Background: an optimization exercise with open tools, aiming at small area, a short achievable clock period and few clock cycles per item. Do not read the settings as production practice.
Only simulation tests tie the RTL to the original design; equivalence was not proved.

Setup of exp/juniper:
==> flow/design.v (excerpt) <==
module fpu_pipe_wrap #(
  parameter int TAG_W = 4
) (
  input  logic             clk,
  input  logic             rst,
  input  logic             in_valid,
  output logic             in_ready,
  input  logic [1:0]       in_opcode,
  input  logic             in_fmt,
  input  logic [31:0]      in_x,
  input  logic [31:0]      in_y,
  input  logic [TAG_W-1:0] in_tag,
  output logic             out_valid,
  input  logic             out_ready,
  output logic [31:0]      out_r,
  output logic [TAG_W-1:0] out_tag
);
export LEC_CHECK = 0
export ABC_CLOCK_PERIOD_IN_PS = 2500
export CAP_MARGIN = 20
export CORE_MARGIN = 2
export CORE_UTILIZATION = 40
export SLEW_MARGIN = 20
create_clock -name core_clock -period 32.0 [get_ports {clk}]
standard.sh (not shown) runs the stock make flow with config.mk's settings and CLKGATE_MAP_FILE= SYNTH_SCRIPT=/design/flow/synth_recipe.tcl, a recipe that flattens the netlist after the stock synthesis.
==> flow/flow/run.sh <==
#!/bin/bash
# Own layout flow: the standard ORFS flow (standard.sh), with one change to synthesis:
# the ABC mapping script is given a delay target (ABC_CLOCK_PERIOD_IN_PS, the {D} of
# yosys's abc pass), so ABC maps for speed rather than ignoring the target.
# Every tool's output goes to a log file in this folder.
set -e
cat standard.sh > standard_sh_copy.log
cp -r "$FLOW_HOME/scripts" ./scripts_local
sed -i 's/^map -B 0.9$/map -D {D} -B 0.9/' scripts_local/abc_speed.script
cat scripts_local/abc_speed.script > abc_script.log
export SCRIPTS_DIR="$PWD/scripts_local"
bash standard.sh > standard_flow.log 2>&1
Testbench counts of exp/juniper, summed over its fixed seeds: cycles 32,008, items 32,000.
## Diff of input files: exp/fjord against exp/juniper
Settings: a deleted ABC_CLOCK_PERIOD_IN_PS that had been 2500.
==> flow/flow/run.sh <==
#!/bin/bash
# Own layout flow: the standard ORFS flow (standard.sh) with stronger timing repair.
# The clock and the SDC are the design's; only the resizer's setup target is raised
# (SETUP_SLACK_MARGIN), so repair_timing works on the longest paths until their slack
# is that far above zero, and the ports get stronger buffers (BUFFER_PORTS_ARGS).
# Every tool's output goes to a log file in this folder.
set -e
export SETUP_SLACK_MARGIN=18
export TNS_END_PERCENT=10
export BUFFER_PORTS_ARGS="-buffer_cell sky130_fd_sc_hd__buf_2"
bash standard.sh > standard_flow.log 2>&1
Notes after the runs:
- Diff exp/juniper -> exp/fjord: aggregate routed wire length up 3.4%; signal arrival time at the worst endpoint decreased by 2.29 ns relative to the old numbers; summed area of non-filler cells in the final layout moved up; global-route wire length before repair moved down.
- The critical path depth number comes out higher for exp/fjord vs exp/juniper.
- Combined area of the multi-input logic cells: exp/fjord > exp/juniper
- Of exp/juniper and exp/fjord, exp/juniper shows the lower area growth from synthesis to final layout, with exp/fjord above it.
- Note that the routed length on met3 recorded for exp/fjord amounts to 1.12 times the value seen in exp/juniper.
- Compared with exp/juniper, via count in exp/fjord increased by a few percent.
Changes in exp/tundra relative to exp/fjord:
==> flow/run.sh (new file) <==
#!/bin/bash
# synth_recipe.tcl (not shown) runs the flow's synth.tcl, then flattens the netlist and writes it again
# the make line also repeats each setting of config.mk as NAME=value (left out here)
make -C /OpenROAD-flow-scripts/flow DESIGN_CONFIG=/design/flow/config.mk WORK_HOME=/design/flow/orfs CLKGATE_MAP_FILE= SYNTH_SCRIPT=/design/flow/synth_recipe.tcl finish
removed: flow/flow/run.sh
removed: flow/standard.sh
--- outcome ---
Compared with exp/fjord, exp/tundra improves worst-case headroom to the max-slew limit.
exp/tundra vs. exp/fjord: clock sink total neither gained nor lost much, instance count on the critical path lost 1, post-CTS clock slew at the launch and capture registers of the worst setup and hold paths neither gained nor lost much, setup slack lost 2.41 ns.
Both conditions hold for exp/tundra: the flow ran to the end and the final layout passed the timing, design-rule and antenna checks.
exp/fjord closes out successfully: all stages finished, all timing, DRC and antenna checks passed.
Compared with exp/fjord, in exp/tundra area growth from synthesis to layout went down 5.6 points, count of vias placed by the detailed router went down 3.4%.

* * *

P:
fpu_pipe_wrap, a different RTL version from the one above (not shown whole).
Size in the first run: roughly 3700 cells after synthesis, ~0.026 mm2 of cells after synthesis.
export LEC_CHECK = 0
export ABC_AREA = 1
export CAP_MARGIN = 20
export CORE_MARGIN = 2
export CORE_UTILIZATION = 55
export SLEW_MARGIN = 20
create_clock -name core_clock -period 32.0 [get_ports {clk}]
==> flow/flow/run.sh <==
#!/bin/bash
# Own layout flow: the standard ORFS flow (standard.sh) with two changes.
# 1. Synthesis maps with ABC for area: flow/abc_area.script (map -a, no upsizing)
#    replaces ORFS's area script, which ABC_AREA=1 selects. Registers and every other
#    synthesis step are as in the standard flow.
# 2. Stronger timing repair: the clock and the SDC are the design's; only the resizer's
#    setup target is raised (SETUP_SLACK_MARGIN), so repair_timing works on the longest
#    paths until their slack is that far above zero, and the ports get buf_2 buffers.
# Every tool's output goes to a log file in this folder.
set -e
cp -r "$FLOW_HOME/scripts" ./scripts_local
cp flow/abc_area.script scripts_local/abc_area.script
cat scripts_local/abc_area.script > abc_script.log
export SCRIPTS_DIR="$PWD/scripts_local"
export SETUP_SLACK_MARGIN=18.8
export TNS_END_PERCENT=10
export BUFFER_PORTS_ARGS="-buffer_cell sky130_fd_sc_hd__buf_2"
bash standard.sh > standard_flow.log 2>&1
==> flow/flow/abc_area.script <==
strash
dch
map -a
topo
stime -c
buffer -c
dnsize -c
Having completed the whole flow, P delivered a layout that passed the timing, design-rule and antenna checks.
Testbench counts of P, summed over its fixed seeds: cycles 32,008, items 32,000.
Input changes introduced in Q (baseline for comparison: P):
--- a/flow/flow/run.sh
+++ b/flow/flow/run.sh
@@ -1,7 +1,7 @@
 #!/bin/bash
 # Own layout flow: the standard ORFS flow (standard.sh) with two changes.
-# 1. Synthesis maps with ABC for area: flow/abc_area.script (map -a, no upsizing)
-#    replaces ORFS's area script, which ABC_AREA=1 selects. Registers and every other
-#    synthesis step are as in the standard flow.
+# 1. Synthesis maps with ABC for area: flow/abc_area.script replaces ORFS's area script
+#    (which ABC_AREA=1 selects). Registers and every other synthesis step are as in the
+#    standard flow; the resizer later buffers and sizes the gates for timing.
 # 2. Stronger timing repair: the clock and the SDC are the design's; only the resizer's
 #    setup target is raised (SETUP_SLACK_MARGIN), so repair_timing works on the longest
==> flow/flow/abc_area.script <==
strash
dc2
dch
amap
topo
stime -c
buffer -c
upsize -c
dnsize -c
Findings:
Changes observed in Q relative to P: worst setup slack now sits lower, buffers plus inverters on the worst setup path now sits higher, clock tree cell share of total cell area now sits at about the same level, routed length on met1 now sits lower.
Q vs P — sequential-to-total area share from yosys stat rose 0.27 points.
Sequential share of layout area for Q: 0.21 points up relative to P
Routed wire length (lower): Q
Changes in R relative to Q:
==> flow/flow/abc_area.script <==
strash
dc2
dch
map -D 1500
topo
stime -c
buffer -c
upsize -c
dnsize -c
[summary]
Looking at launching instance or port of the critical path, the out_ready result is from R; the in_x[13] one comes from Q.
Of the two values seen for classification of the worst setup path, in -> out was produced by R and in -> reg by Q.
Changes observed in R relative to Q: sequential portion of the cell area fell by 0.43 points; setup slack increased by 2.78 ns relative to the old numbers.
Summary — first-iteration DRC count, R relative to Q: higher, by about 30%.
Both conditions hold for R: the flow ran to the end and the final layout passed the timing, design-rule and antenna checks.
R against Q: cell area grew by about 10%; met3 wire length up 2.9 mm; global-route wire length before repair moved up; number of multi-input logic gates climbed 16%.
R: final cell count without fillers is about 15% higher than what Q reported.
The inputs of S differ from those of R as listed below.
==> flow/flow/abc_area.script <==
strash
dc2
dch
map -D 4000
topo
stime -c
buffer -c
upsize -c
dnsize -c
### Flow results
Global-route usage: S vs R up 1.9 points. [compare] base=R new=S: met2 wire length +about 1.5%. Between S and R, fraction of the mapped netlist area in adder cells is higher for S, R comes in under that. On S: final worst setup slack is 0.46 ns lower than what R gave. S against R; total die area is down slightly. For the area of the multi-input gates, S came in about 1.7% lower than R did. S finished every stage and its layout cleared the timing, design-rule and antenna checks. Per the comparison of S with R, delay of the slowest cell on the worst path rose by 0.26 ns, wire length rose about 1.2%.

re-timing with driven ports:
No port has a modelled driver above. Below, the same layouts with a new extraction and two added sets of constraints.
Step 1: set_driving_cell puts a clkbuf_16 on clk and a buf_2 on each other input, an assumption about the parent block.
Step 2 adds t to the input delays and takes it off the output delays; t is the mean of the earliest and latest rising clock arrival at the registers after step 1. Input paths then give back, and output paths get back, about the clock's delay inside the block.
a / b / c = no drivers / after step 1 / after step 2; a / b = the first two.
run | t (ns) | setup slack, ns | worst data-port slew with drivers (ns) | cell pins on the clock port's net
exp/juniper | 0.337 | 15.788 / 15.804 / 15.467 | 0.07 | 1
exp/fjord | 0.345 | 18.201 / 18.224 / 17.879 | 0.08 | 1
exp/tundra | 0.337 | 15.788 / 15.804 / 15.467 | 0.07 | 1
P | 0.335 | 18.792 / 18.772 / 18.509 | 0.04 | 1
Q | 0.340 | 16.012 / 16.026 / 15.686 | 0.08 | 1
R | 0.332 | 18.795 / 18.727 / 18.396 | 0.16 | 1
S | 0.330 | 18.330 / 18.274 / 17.945 | 0.13 | 1
After both steps setup and hold are still met in every run listed. For R, which loses most, drivers alone change the setup slack by -0.068 ns; drivers and shift together by -0.399 ns.
